Context: an optimization exercise on an open-source flow, tuned for a short achievable clock period and few clock cycles. The choices shown serve that exercise and are no tape-out recipe.
Function was checked by simulation only, so behaviour that the tests miss may differ from the original.
Power is estimated from default activity; no workload was simulated.

==> amber <==
// proc
module proc (
   input  logic                     clk_i,
   input  logic                     rst_i,
   input  logic                     load_en_i,
   input  logic [6-1:0] load_addr_i,
   input  logic [15:0]              load_instr_i,
   output logic                     wb_en_o,
   output logic [2:0]               wb_reg_o,
   output logic [15:0]              wb_data_o,
   output logic                     halt_o,
   output logic                     err_o
);
Settings: LEC_CHECK=0, ABC_CLOCK_PERIOD_IN_PS=2000, CAP_MARGIN=20, CORE_MARGIN=2, CORE_UTILIZATION=40, SETUP_SLACK_MARGIN=2.0, SLEW_MARGIN=20, SYNTH_HIERARCHICAL=1, SYNTH_MINIMUM_KEEP_SIZE=0, TNS_END_PERCENT=20; clock period 5.0 ns.
run.sh (not shown) runs the stock make flow with config.mk's settings and CLKGATE_MAP_FILE= SYNTH_SCRIPT=/design/flow/synth_recipe.tcl, a recipe that flattens the netlist after the stock synthesis.
==> inputs of ember, as changes to amber <==
--- a/flow/design.v
+++ b/flow/design.v
@@ -96,16 +96,17 @@
 module decode (
    input  logic        clk_i,
    input  logic        rst_i,
    input  logic        id_valid_i,
    input  proc_pkg::instr_u id_instr_i,
    input  logic [15:0] id_pc_inc_i,
    input  logic        id_pred_i,     
    input  logic        ex_redirect_i,  
+   input  logic        ex_res_zero_i,  
    input  logic        wb_en_i,
    input  logic [2:0]  wb_reg_i,
    input  logic [15:0] wb_data_i,
    input  logic        mem_wr_en_i,
    input  logic        mem_ld_i,
    input  logic [2:0]  mem_rd_i,
    input  logic [15:0] mem_result_i,
    output logic        stall_id_o,
@@ -175,18 +176,20 @@
    assign src_b = id_instr_i.r.rt;
    assign dst = is_rtype ? id_instr_i.r.rd : id_instr_i.i.rd;
    assign use_a  = is_rtype || is_addi || is_ld || is_st || is_beqz || is_bnez;
    assign use_b  = is_rtype || is_st;
    assign writes = is_rtype || is_addi || is_ld;
    logic is_br;
    logic fwd_a_m, fwd_a_w, fwd_b_m, fwd_b_w;
    logic br_dep;
-   assign is_br    = is_beqz || is_bnez;
-   assign br_dep   = is_br && ex_wr_en_o && ex_rd_o == src_a;
+   logic br_ex_alu;
+   assign is_br     = is_beqz || is_bnez;
+   assign br_ex_alu = ex_wr_en_o && !ex_ld_o && ex_rd_o == src_a;
+   assign br_dep    = is_br && ex_ld_o && ex_rd_o == src_a;
    assign hazard_a = 1'b0;
    assign hazard_b = 1'b0;
    assign fwd_a_m = ex_wr_en_o && ex_rd_o == src_a;
    assign fwd_a_w = !fwd_a_m && mem_wr_en_i && mem_rd_i == src_a;
    assign fwd_b_m = ex_wr_en_o && ex_rd_o == src_b;
    assign fwd_b_w = !fwd_b_m && mem_wr_en_i && mem_rd_i == src_b;
    assign stall_id_o = id_valid_i && (hazard_a || hazard_b);
    assign issue      = id_valid_i && !stall_id_o && !ex_redirect_i;
@@ -207,17 +210,18 @@
    always_ff @(posedge clk_i) begin
       if (rst_i) begin
          rzero <= 8'hff;
       end else if (wb_en_i) begin
          rzero[wb_reg_i] <= wb_data_i == 16'd0;
       end
    end
    always_comb begin
-      if (mem_wr_en_i && mem_rd_i == src_a)              br_zero = mem_result_i == 16'd0;
+      if (br_ex_alu)                                    br_zero = ex_res_zero_i;
+      else if (mem_wr_en_i && mem_rd_i == src_a)         br_zero = mem_result_i == 16'd0;
       else if (wb_en_i && wb_reg_i == src_a)             br_zero = wb_data_i == 16'd0;
       else                                              br_zero = rzero[src_a];
    end
    assign taken = is_j || (is_beqz && br_zero) || (is_bnez && !br_zero);
    assign redirect_o    = issue && !br_dep && (taken != id_pred_i);
    assign redirect_pc_o = taken ? id_pc_inc_i + {{11{id_instr_i.i.imm[4]}}, id_instr_i.i.imm} :
                                   id_pc_inc_i;
    always_ff @(posedge clk_i) begin
@@ -279,16 +283,17 @@
    input  logic [15:0] wb_data_i,
    input  logic        ex_chk_i,
    input  logic        ex_a_zero_i,
    input  logic        ex_pred_i,
    input  logic        ex_beqz_i,
    input  logic [15:0] ex_tgt_i,
    input  logic [15:0] ex_fall_i,
    output logic        ex_redirect_o,
+   output logic        ex_res_zero_o,    
    output logic [15:0] ex_redirect_pc_o,
    output logic        mem_valid_o,
    output logic [15:0] mem_result_o,
    output logic [15:0] mem_store_data_o,
    output logic [2:0]  mem_rd_o,
    output logic        mem_wr_en_o,
    output logic        mem_ld_o,
    output logic        mem_st_o,
@@ -320,16 +325,17 @@
    end
    always_ff @(posedge clk_i) begin
       for (int k = 0; k < 64; k++) begin
          if (ex_valid_i && ex_st_i && row[k]) dmem[k] <= b;
       end
    end
    assign is_sub = ex_fn_i == 2'b01;
    ex_add add_i (.a_i(a), .b_i(op_b ^ {16{is_sub}}), .cin_i(is_sub), .s_o(sum));
+   ex_zt zt_i (.a_i(a), .b_i(op_b), .fn_i(ex_fn_i), .zero_o(ex_res_zero_o));
    always_comb begin
       case (ex_fn_i)
          2'b11: alu_res = a & op_b;
          2'b10: alu_res = a ^ op_b;
          default:      alu_res = sum;
       endcase
    end
    always_ff @(posedge clk_i) begin
@@ -402,16 +408,41 @@
             if (i == 0) c = 1'b0;
             else c = kk[i-1] ? (x_i[i-1] & y[i-1]) : (x_i[i-1] | y[i-1]);
             mt = mt & ((x_i[i] ^ y[i] ^ kk[i]) == c);
          end
          row_o[k] = mt;
       end
    end
 endmodule
+module ex_zt (
+   input  logic [15:0] a_i,
+   input  logic [15:0] b_i,
+   input  logic [1:0]  fn_i,
+   output logic        zero_o
+);
+   logic        sub;
+   logic [15:0] opb, px, po;
+   logic        zsum;
+   assign sub = fn_i == 2'b01;
+   assign opb = b_i ^ {16{sub}};
+   assign px  = a_i ^ opb;
+   assign po  = a_i | opb;
+   always_comb begin
+      zsum = px[0] == sub;
+      for (int i = 1; i < 16; i++) zsum = zsum && (px[i] == po[i-1]);
+   end
+   always_comb begin
+      case (fn_i)
+         2'b11: zero_o = (a_i & b_i) == 16'd0;
+         2'b10: zero_o = a_i == b_i;
+         default:      zero_o = zsum;
+      endcase
+   end
+endmodule
 `timescale 1ns/1ps
 module memory (
    input  logic        clk_i,
    input  logic        rst_i,
    input  logic        mem_valid_i,
    input  logic [15:0] mem_result_i,
    input  logic [15:0] mem_store_data_i,
    input  logic [2:0]  mem_rd_i,
@@ -471,17 +502,17 @@
    logic [4:0]  ex_imm;
    logic [2:0]  ex_rd;
    logic        ex_wr_en;
    logic        ex_ld;
    logic        ex_st;
    logic        ex_halt;
    logic        ex_illegal;
    logic        ex_fwd_a_m, ex_fwd_a_w, ex_fwd_b_m, ex_fwd_b_w;
-   logic        ex_chk, ex_a_zero, ex_pred, ex_beqz, ex_redirect;
+   logic        ex_chk, ex_a_zero, ex_pred, ex_beqz, ex_redirect, ex_res_zero;
    logic [15:0] ex_tgt, ex_fall, ex_redirect_pc;
    logic        mem_valid;
    logic [15:0] mem_result;
    logic [15:0] mem_store_data;
    logic [2:0]  mem_rd;
    logic        mem_wr_en;
    logic        mem_ld;
    logic        mem_st;
@@ -490,17 +521,18 @@
    fetch fetch_i (
       .clk_i(clk_i), .rst_i(rst_i), .load_en_i(load_en_i), .load_addr_i(load_addr_i),
       .load_instr_i(load_instr_i), .stall_id_i(stall_id), .redirect_i(redirect),
       .redirect_pc_i(redirect_pc), .halt_id_i(halt_id), .ex_redirect_i(ex_redirect),
       .ex_redirect_pc_i(ex_redirect_pc), .id_valid_o(id_valid),
       .id_instr_o(id_instr), .id_pc_inc_o(id_pc_inc), .id_pred_o(id_pred));
    decode decode_i (
       .clk_i(clk_i), .rst_i(rst_i), .id_valid_i(id_valid), .id_instr_i(id_instr),
-      .id_pc_inc_i(id_pc_inc), .id_pred_i(id_pred), .ex_redirect_i(ex_redirect), .wb_en_i(wb_en_o), .wb_reg_i(wb_reg_o), .wb_data_i(wb_data_o),
+      .id_pc_inc_i(id_pc_inc), .id_pred_i(id_pred), .ex_redirect_i(ex_redirect),
+      .ex_res_zero_i(ex_res_zero), .wb_en_i(wb_en_o), .wb_reg_i(wb_reg_o), .wb_data_i(wb_data_o),
       .mem_wr_en_i(mem_wr_en), .mem_ld_i(mem_valid && mem_ld), .mem_rd_i(mem_rd),
       .mem_result_i(mem_result), .stall_id_o(stall_id),
       .redirect_o(redirect), .redirect_pc_o(redirect_pc), .halt_id_o(halt_id),
       .ex_valid_o(ex_valid), .ex_fn_o(ex_fn), .ex_use_imm_o(ex_use_imm), .ex_a_o(ex_a),
       .ex_b_o(ex_b), .ex_imm_o(ex_imm), .ex_rd_o(ex_rd), .ex_wr_en_o(ex_wr_en),
       .ex_ld_o(ex_ld), .ex_st_o(ex_st), .ex_halt_o(ex_halt), .ex_illegal_o(ex_illegal),
       .ex_fwd_a_m_o(ex_fwd_a_m), .ex_fwd_a_w_o(ex_fwd_a_w), .ex_fwd_b_m_o(ex_fwd_b_m),
       .ex_fwd_b_w_o(ex_fwd_b_w), .ex_chk_o(ex_chk), .ex_a_zero_o(ex_a_zero), .ex_pred_o(ex_pred), .ex_beqz_o(ex_beqz),
@@ -508,17 +540,17 @@
    execute execute_i (
       .clk_i(clk_i), .rst_i(rst_i), .ex_valid_i(ex_valid), .ex_fn_i(ex_fn),
       .ex_use_imm_i(ex_use_imm), .ex_a_i(ex_a), .ex_b_i(ex_b), .ex_imm_i(ex_imm),
       .ex_rd_i(ex_rd), .ex_wr_en_i(ex_wr_en), .ex_ld_i(ex_ld), .ex_st_i(ex_st),
       .ex_halt_i(ex_halt), .ex_illegal_i(ex_illegal), .ex_fwd_a_m_i(ex_fwd_a_m),
       .ex_fwd_a_w_i(ex_fwd_a_w), .ex_fwd_b_m_i(ex_fwd_b_m), .ex_fwd_b_w_i(ex_fwd_b_w),
       .wb_data_i(wb_data_o), .ex_chk_i(ex_chk), .ex_a_zero_i(ex_a_zero), .ex_pred_i(ex_pred), .ex_beqz_i(ex_beqz),
       .ex_tgt_i(ex_tgt), .ex_fall_i(ex_fall), .ex_redirect_o(ex_redirect),
-      .ex_redirect_pc_o(ex_redirect_pc), .mem_valid_o(mem_valid),
+      .ex_redirect_pc_o(ex_redirect_pc), .ex_res_zero_o(ex_res_zero), .mem_valid_o(mem_valid),
       .mem_result_o(mem_result), .mem_store_data_o(mem_store_data), .mem_rd_o(mem_rd),
       .mem_wr_en_o(mem_wr_en), .mem_ld_o(mem_ld), .mem_st_o(mem_st),
       .mem_halt_o(mem_halt), .mem_illegal_o(mem_illegal));
    memory memory_i (
       .clk_i(clk_i), .rst_i(rst_i), .mem_valid_i(mem_valid), .mem_result_i(mem_result),
       .mem_store_data_i(mem_store_data), .mem_rd_i(mem_rd), .mem_wr_en_i(mem_wr_en),
       .mem_ld_i(mem_ld), .mem_st_i(mem_st), .mem_halt_i(mem_halt),
       .mem_illegal_i(mem_illegal), .wb_en_o(wb_en_o), .wb_reg_o(wb_reg_o),
==> inputs of onyx, as changes to amber <==
--- a/flow/design.v
+++ b/flow/design.v
@@ -123,16 +123,17 @@
    output logic        ex_ld_o,
    output logic        ex_st_o,
    output logic        ex_halt_o,
    output logic        ex_illegal_o,
    output logic        ex_fwd_a_m_o,
    output logic        ex_fwd_a_w_o,
    output logic        ex_fwd_b_m_o,
    output logic        ex_fwd_b_w_o,
+   output logic        ex_sub_o,       
    output logic        ex_chk_o,
    output logic        ex_a_zero_o,    
    output logic        ex_pred_o,
    output logic        ex_beqz_o,
    output logic [15:0] ex_tgt_o,
    output logic [15:0] ex_fall_o
 );
    logic [15:0] regs [0:7];
@@ -176,22 +177,23 @@
    assign dst = is_rtype ? id_instr_i.r.rd : id_instr_i.i.rd;
    assign use_a  = is_rtype || is_addi || is_ld || is_st || is_beqz || is_bnez;
    assign use_b  = is_rtype || is_st;
    assign writes = is_rtype || is_addi || is_ld;
    logic is_br;
    logic fwd_a_m, fwd_a_w, fwd_b_m, fwd_b_w;
    logic br_dep;
    assign is_br    = is_beqz || is_bnez;
-   assign br_dep   = is_br && ex_wr_en_o && ex_rd_o == src_a;
-   assign hazard_a = 1'b0;
-   assign hazard_b = 1'b0;
-   assign fwd_a_m = ex_wr_en_o && ex_rd_o == src_a;
+   assign br_dep   = is_br && ((ex_wr_en_o && ex_rd_o == src_a) ||
+                               (mem_ld_i && mem_rd_i == src_a));
+   assign hazard_a = use_a && ex_ld_o && ex_rd_o == src_a;
+   assign hazard_b = use_b && ex_ld_o && ex_rd_o == src_b;
+   assign fwd_a_m = ex_wr_en_o && !ex_ld_o && ex_rd_o == src_a;
    assign fwd_a_w = !fwd_a_m && mem_wr_en_i && mem_rd_i == src_a;
-   assign fwd_b_m = ex_wr_en_o && ex_rd_o == src_b;
+   assign fwd_b_m = ex_wr_en_o && !ex_ld_o && ex_rd_o == src_b;
    assign fwd_b_w = !fwd_b_m && mem_wr_en_i && mem_rd_i == src_b;
    assign stall_id_o = id_valid_i && (hazard_a || hazard_b);
    assign issue      = id_valid_i && !stall_id_o && !ex_redirect_i;
    assign halt_id_o  = id_valid_i && is_halt && !ex_redirect_i;
    always_ff @(posedge clk_i) begin
       if (rst_i) begin
          for (int i = 0; i < 8; i++) begin
             regs[i] <= 16'd0;
@@ -207,17 +209,17 @@
    always_ff @(posedge clk_i) begin
       if (rst_i) begin
          rzero <= 8'hff;
       end else if (wb_en_i) begin
          rzero[wb_reg_i] <= wb_data_i == 16'd0;
       end
    end
    always_comb begin
-      if (mem_wr_en_i && mem_rd_i == src_a)              br_zero = mem_result_i == 16'd0;
+      if (mem_wr_en_i && !mem_ld_i && mem_rd_i == src_a) br_zero = mem_result_i == 16'd0;
       else if (wb_en_i && wb_reg_i == src_a)             br_zero = wb_data_i == 16'd0;
       else                                              br_zero = rzero[src_a];
    end
    assign taken = is_j || (is_beqz && br_zero) || (is_bnez && !br_zero);
    assign redirect_o    = issue && !br_dep && (taken != id_pred_i);
    assign redirect_pc_o = taken ? id_pc_inc_i + {{11{id_instr_i.i.imm[4]}}, id_instr_i.i.imm} :
                                   id_pc_inc_i;
    always_ff @(posedge clk_i) begin
@@ -234,16 +236,17 @@
          ex_ld_o      <= issue && is_ld;
          ex_st_o      <= issue && is_st;
          ex_halt_o    <= issue && is_halt;
          ex_illegal_o <= issue && is_illegal;
       end
    end
    always_ff @(posedge clk_i) begin
       ex_chk_o     <= issue && br_dep;
+      ex_sub_o     <= is_rtype && id_instr_i.r.fn == 2'b01;
       ex_a_zero_o  <= br_zero;
       ex_pred_o    <= id_pred_i;
       ex_beqz_o    <= is_beqz;
       ex_tgt_o     <= id_pc_inc_i + {{11{id_instr_i.i.imm[4]}}, id_instr_i.i.imm};
       ex_fall_o    <= id_pc_inc_i;
       ex_fwd_a_m_o <= fwd_a_m;
       ex_fwd_a_w_o <= fwd_a_w;
       ex_fwd_b_m_o <= fwd_b_m;
@@ -272,16 +275,17 @@
    input  logic        ex_st_i,
    input  logic        ex_halt_i,
    input  logic        ex_illegal_i,
    input  logic        ex_fwd_a_m_i,
    input  logic        ex_fwd_a_w_i,
    input  logic        ex_fwd_b_m_i,
    input  logic        ex_fwd_b_w_i,
    input  logic [15:0] wb_data_i,
+   input  logic        ex_sub_i,
    input  logic        ex_chk_i,
    input  logic        ex_a_zero_i,
    input  logic        ex_pred_i,
    input  logic        ex_beqz_i,
    input  logic [15:0] ex_tgt_i,
    input  logic [15:0] ex_fall_i,
    output logic        ex_redirect_o,
    output logic [15:0] ex_redirect_pc_o,
@@ -305,30 +309,17 @@
    assign a_zero   = ex_fwd_a_m_i ? mem_result_o == 16'd0 :
                      (ex_fwd_a_w_i ? wb_data_i == 16'd0 : ex_a_zero_i);
    assign br_taken = ex_beqz_i ? a_zero : !a_zero;
    assign ex_redirect_o    = ex_valid_i && ex_chk_i && br_taken != ex_pred_i;
    assign ex_redirect_pc_o = br_taken ? ex_tgt_i : ex_fall_i;
    assign op_b = ex_use_imm_i ? {{11{ex_imm_i[4]}}, ex_imm_i} : b;
    logic [15:0] sum;
    logic        is_sub;
-   logic [15:0] dmem [0:(1 << 6)-1];
-   logic [63:0] row;
-   logic [15:0] ld_data;
-   ex_sam sam_i (.x_i(a[5:0]), .imm_i(ex_imm_i), .row_o(row));
-   always_comb begin
-      ld_data = 16'd0;
-      for (int k = 0; k < 64; k++) ld_data = ld_data | (row[k] ? dmem[k] : 16'd0);
-   end
-   always_ff @(posedge clk_i) begin
-      for (int k = 0; k < 64; k++) begin
-         if (ex_valid_i && ex_st_i && row[k]) dmem[k] <= b;
-      end
-   end
-   assign is_sub = ex_fn_i == 2'b01;
+   assign is_sub = ex_sub_i;
    ex_add add_i (.a_i(a), .b_i(op_b ^ {16{is_sub}}), .cin_i(is_sub), .s_o(sum));
    always_comb begin
       case (ex_fn_i)
          2'b11: alu_res = a & op_b;
          2'b10: alu_res = a ^ op_b;
          default:      alu_res = sum;
       endcase
    end
@@ -345,73 +336,49 @@
          mem_wr_en_o   <= ex_wr_en_i;
          mem_ld_o      <= ex_ld_i;
          mem_st_o      <= ex_st_i;
          mem_halt_o    <= ex_halt_i;
          mem_illegal_o <= ex_illegal_i;
       end
    end
    always_ff @(posedge clk_i) begin
-      mem_result_o     <= ex_ld_i ? ld_data : alu_res;
+      mem_result_o     <= alu_res;
       mem_store_data_o <= b;
       mem_rd_o         <= ex_rd_i;
    end
 endmodule
 module ex_add (
    input  logic [15:0] a_i,
    input  logic [15:0] b_i,
    input  logic        cin_i,
    output logic [15:0] s_o
 );
    logic [15:0] pg_g [0:4];
    logic [15:0] pg_p [0:4];
    logic [15:0] carry;
    always_comb begin
       pg_g[0] = a_i & b_i;
       pg_p[0] = a_i ^ b_i;
-      pg_g[0][0] = (a_i[0] & b_i[0]) | ((a_i[0] ^ b_i[0]) & cin_i);
       for (int l = 0; l < 4; l++) begin
          for (int i = 0; i < 16; i++) begin
             if (i >= (1 << l)) begin
                pg_g[l+1][i] = pg_g[l][i] | (pg_p[l][i] & pg_g[l][i - (1 << l)]);
                pg_p[l+1][i] = pg_p[l][i] & pg_p[l][i - (1 << l)];
             end else begin
                pg_g[l+1][i] = pg_g[l][i];
                pg_p[l+1][i] = pg_p[l][i];
             end
          end
       end
       carry[0] = cin_i;
-      for (int i = 1; i < 16; i++) carry[i] = pg_g[4][i-1];
+      for (int i = 1; i < 16; i++) carry[i] = pg_g[4][i-1] | (pg_p[4][i-1] & cin_i);
    end
    assign s_o = (a_i ^ b_i) ^ carry;
 endmodule
-module ex_sam (
-   input  logic [5:0]  x_i,
-   input  logic [4:0]  imm_i,
-   output logic [63:0] row_o
-);
-   logic [5:0] y;
-   assign y = {imm_i[4], imm_i};
-   always_comb begin
-      for (int k = 0; k < 64; k++) begin
-         logic [5:0] kk;
-         logic       mt;
-         logic       c;
-         kk = 6'(k);
-         mt = 1'b1;
-         for (int i = 0; i < 6; i++) begin
-            if (i == 0) c = 1'b0;
-            else c = kk[i-1] ? (x_i[i-1] & y[i-1]) : (x_i[i-1] | y[i-1]);
-            mt = mt & ((x_i[i] ^ y[i] ^ kk[i]) == c);
-         end
-         row_o[k] = mt;
-      end
-   end
-endmodule
 `timescale 1ns/1ps
 module memory (
    input  logic        clk_i,
    input  logic        rst_i,
    input  logic        mem_valid_i,
    input  logic [15:0] mem_result_i,
    input  logic [15:0] mem_store_data_i,
    input  logic [2:0]  mem_rd_i,
@@ -421,19 +388,27 @@
    input  logic        mem_halt_i,
    input  logic        mem_illegal_i,
    output logic        wb_en_o,
    output logic [2:0]  wb_reg_o,
    output logic [15:0] wb_data_o,
    output logic        halt_o,
    output logic        err_o
 );
+   logic [15:0]              dmem [0:(1 << 6)-1];
+   logic [6-1:0] addr;
+   assign addr = mem_result_i[6-1:0];
+   always_ff @(posedge clk_i) begin
+      if (mem_valid_i && mem_st_i) begin
+         dmem[addr] <= mem_store_data_i;
+      end
+   end
    always_ff @(posedge clk_i) begin
       wb_reg_o  <= mem_rd_i;
-      wb_data_o <= mem_result_i;
+      wb_data_o <= mem_ld_i ? dmem[addr] : mem_result_i;
    end
    always_ff @(posedge clk_i) begin
       if (rst_i) begin
          wb_en_o <= 1'b0;
          halt_o  <= 1'b0;
          err_o   <= 1'b0;
       end else begin
          wb_en_o <= mem_valid_i && mem_wr_en_i;
@@ -471,17 +446,17 @@
    logic [4:0]  ex_imm;
    logic [2:0]  ex_rd;
    logic        ex_wr_en;
    logic        ex_ld;
    logic        ex_st;
    logic        ex_halt;
    logic        ex_illegal;
    logic        ex_fwd_a_m, ex_fwd_a_w, ex_fwd_b_m, ex_fwd_b_w;
-   logic        ex_chk, ex_a_zero, ex_pred, ex_beqz, ex_redirect;
+   logic        ex_chk, ex_a_zero, ex_pred, ex_beqz, ex_redirect, ex_sub;
    logic [15:0] ex_tgt, ex_fall, ex_redirect_pc;
    logic        mem_valid;
    logic [15:0] mem_result;
    logic [15:0] mem_store_data;
    logic [2:0]  mem_rd;
    logic        mem_wr_en;
    logic        mem_ld;
    logic        mem_st;
@@ -498,25 +473,25 @@
       .id_pc_inc_i(id_pc_inc), .id_pred_i(id_pred), .ex_redirect_i(ex_redirect), .wb_en_i(wb_en_o), .wb_reg_i(wb_reg_o), .wb_data_i(wb_data_o),
       .mem_wr_en_i(mem_wr_en), .mem_ld_i(mem_valid && mem_ld), .mem_rd_i(mem_rd),
       .mem_result_i(mem_result), .stall_id_o(stall_id),
       .redirect_o(redirect), .redirect_pc_o(redirect_pc), .halt_id_o(halt_id),
       .ex_valid_o(ex_valid), .ex_fn_o(ex_fn), .ex_use_imm_o(ex_use_imm), .ex_a_o(ex_a),
       .ex_b_o(ex_b), .ex_imm_o(ex_imm), .ex_rd_o(ex_rd), .ex_wr_en_o(ex_wr_en),
       .ex_ld_o(ex_ld), .ex_st_o(ex_st), .ex_halt_o(ex_halt), .ex_illegal_o(ex_illegal),
       .ex_fwd_a_m_o(ex_fwd_a_m), .ex_fwd_a_w_o(ex_fwd_a_w), .ex_fwd_b_m_o(ex_fwd_b_m),
-      .ex_fwd_b_w_o(ex_fwd_b_w), .ex_chk_o(ex_chk), .ex_a_zero_o(ex_a_zero), .ex_pred_o(ex_pred), .ex_beqz_o(ex_beqz),
+      .ex_fwd_b_w_o(ex_fwd_b_w), .ex_sub_o(ex_sub), .ex_chk_o(ex_chk), .ex_a_zero_o(ex_a_zero), .ex_pred_o(ex_pred), .ex_beqz_o(ex_beqz),
       .ex_tgt_o(ex_tgt), .ex_fall_o(ex_fall));
    execute execute_i (
       .clk_i(clk_i), .rst_i(rst_i), .ex_valid_i(ex_valid), .ex_fn_i(ex_fn),
       .ex_use_imm_i(ex_use_imm), .ex_a_i(ex_a), .ex_b_i(ex_b), .ex_imm_i(ex_imm),
       .ex_rd_i(ex_rd), .ex_wr_en_i(ex_wr_en), .ex_ld_i(ex_ld), .ex_st_i(ex_st),
       .ex_halt_i(ex_halt), .ex_illegal_i(ex_illegal), .ex_fwd_a_m_i(ex_fwd_a_m),
       .ex_fwd_a_w_i(ex_fwd_a_w), .ex_fwd_b_m_i(ex_fwd_b_m), .ex_fwd_b_w_i(ex_fwd_b_w),
-      .wb_data_i(wb_data_o), .ex_chk_i(ex_chk), .ex_a_zero_i(ex_a_zero), .ex_pred_i(ex_pred), .ex_beqz_i(ex_beqz),
+      .wb_data_i(wb_data_o), .ex_sub_i(ex_sub), .ex_chk_i(ex_chk), .ex_a_zero_i(ex_a_zero), .ex_pred_i(ex_pred), .ex_beqz_i(ex_beqz),
       .ex_tgt_i(ex_tgt), .ex_fall_i(ex_fall), .ex_redirect_o(ex_redirect),
       .ex_redirect_pc_o(ex_redirect_pc), .mem_valid_o(mem_valid),
       .mem_result_o(mem_result), .mem_store_data_o(mem_store_data), .mem_rd_o(mem_rd),
       .mem_wr_en_o(mem_wr_en), .mem_ld_o(mem_ld), .mem_st_o(mem_st),
       .mem_halt_o(mem_halt), .mem_illegal_o(mem_illegal));
    memory memory_i (
       .clk_i(clk_i), .rst_i(rst_i), .mem_valid_i(mem_valid), .mem_result_i(mem_result),
       .mem_store_data_i(mem_store_data), .mem_rd_i(mem_rd), .mem_wr_en_i(mem_wr_en),
CORE_UTILIZATION = 45   (was 40)
SETUP_SLACK_MARGIN = 2.5   (was 2.0)
TNS_END_PERCENT = 40   (was 20)
==> comparison table <==
quantity                                                               onyx                  ember                   amber
Outcome                                            timing/DRC/antenna clean  timing/DRC/antenna clean  timing/DRC/antenna clean
Worst hold path startpoint                            execute_i.mem_rd_o[2]    decode_i.ex_rd_o[1]  fetch_i.id_pc_inc_o[3]
Multi-input combinational area share                                  22.2%                  21.7%                   21.4%
Internal power of the cells                                        54400 µW               52200 µW                50400 µW
Worst reg2reg startpoint                              fetch_i.id_instr_o[9]  decode_i.ex_fwd_b_w_o   decode_i.ex_fwd_a_w_o
Power share of the clock group                                        26.6%                  26.3%                   27.2%
Non-clock buffer total of the final layout                              796                    890                     722
Pin count of the biggest net entering global routing                     68                     70                      70
Peak supply drop                                                     386 µV                 630 µV                  434 µV
Slack of the critical path                                          1.68 ns               0.356 ns                 1.10 ns
Post-cts repair resize count                                            665                    379                     270
Share of power burned in combinational logic                          38.5%                  38.6%                   36.2%
Area of all placed cells without fillers                         136000 µm²             135000 µm²              132000 µm²
Tightest slew margin relative to the limit                            27.5%                  28.2%                   26.0%
Mean cell area of the mapped netlist                               19.1 µm²               18.9 µm²                19.1 µm²
Netlist area before placement                                    112000 µm²             110000 µm²              109000 µm²
Worst Hold Slack                                                   0.366 ns               0.389 ns                0.380 ns
Worst reg-to-reg setup slack                                        1.68 ns                0.36 ns                 1.10 ns
Clk_buf instances                                                       381                    368                     379
Net count, final                                                       6685                   6782                    6465
GR met2 Demand/Resource                                               41.0%                  37.4%                   37.6%
Count of non-CTS inverters in the layout                                 31                     54                      38
Number of rows created at floorplan                                     183                    192                     191
Placed wire-length estimate                                       188000 µm              216000 µm               222000 µm
Maximum achievable frequency                                        302 MHz                215 MHz                 257 MHz
Testbench counts of amber, summed over its fixed seeds: cycles 22,194.
Testbench counts of ember, summed over its fixed seeds: cycles 21,638.
Testbench counts of onyx, summed over its fixed seeds: cycles 23,611.

-- static timing again, ports no longer ideal --
No port has a modelled driver above. Below, the same layouts with a new extraction and two added sets of constraints.
Step 1 sets driving cells, clkbuf_16 on the clock port and buf_2 on the other inputs (assumed; they add their load-dependent delay and slew).
Step 2 adds t to the input delays and takes it off the output delays; t is the mean of the earliest and latest rising clock arrival at the registers after step 1. Input paths then give back, and output paths get back, about the clock's delay inside the block.
a / b / c = ideal / step 1 / step 2; a / b = the first two.
| run | t (ns) | setup WS [ns] | latest minus earliest clock arrival (ns) | worst register clock-pin slew, ns | cell pins on the clock port's net |
|---|---|---|---|---|---|
| amber | 0.927 | 1.103 / 1.103 / 0.701 | 0.092 / 0.092 | 0.07 / 0.07 | 1 |
| ember | 0.926 | 0.356 / 0.356 / 0.356 | 0.089 / 0.090 | 0.07 / 0.07 | 1 |
| onyx | 1.010 | 1.685 / 1.685 / 0.829 | 0.101 / 0.101 | 0.07 / 0.07 | 1 |
After both steps setup and hold are still met in every run listed. For onyx, which loses most, drivers alone change the setup slack by 0.000 ns; drivers and shift together by -0.856 ns.
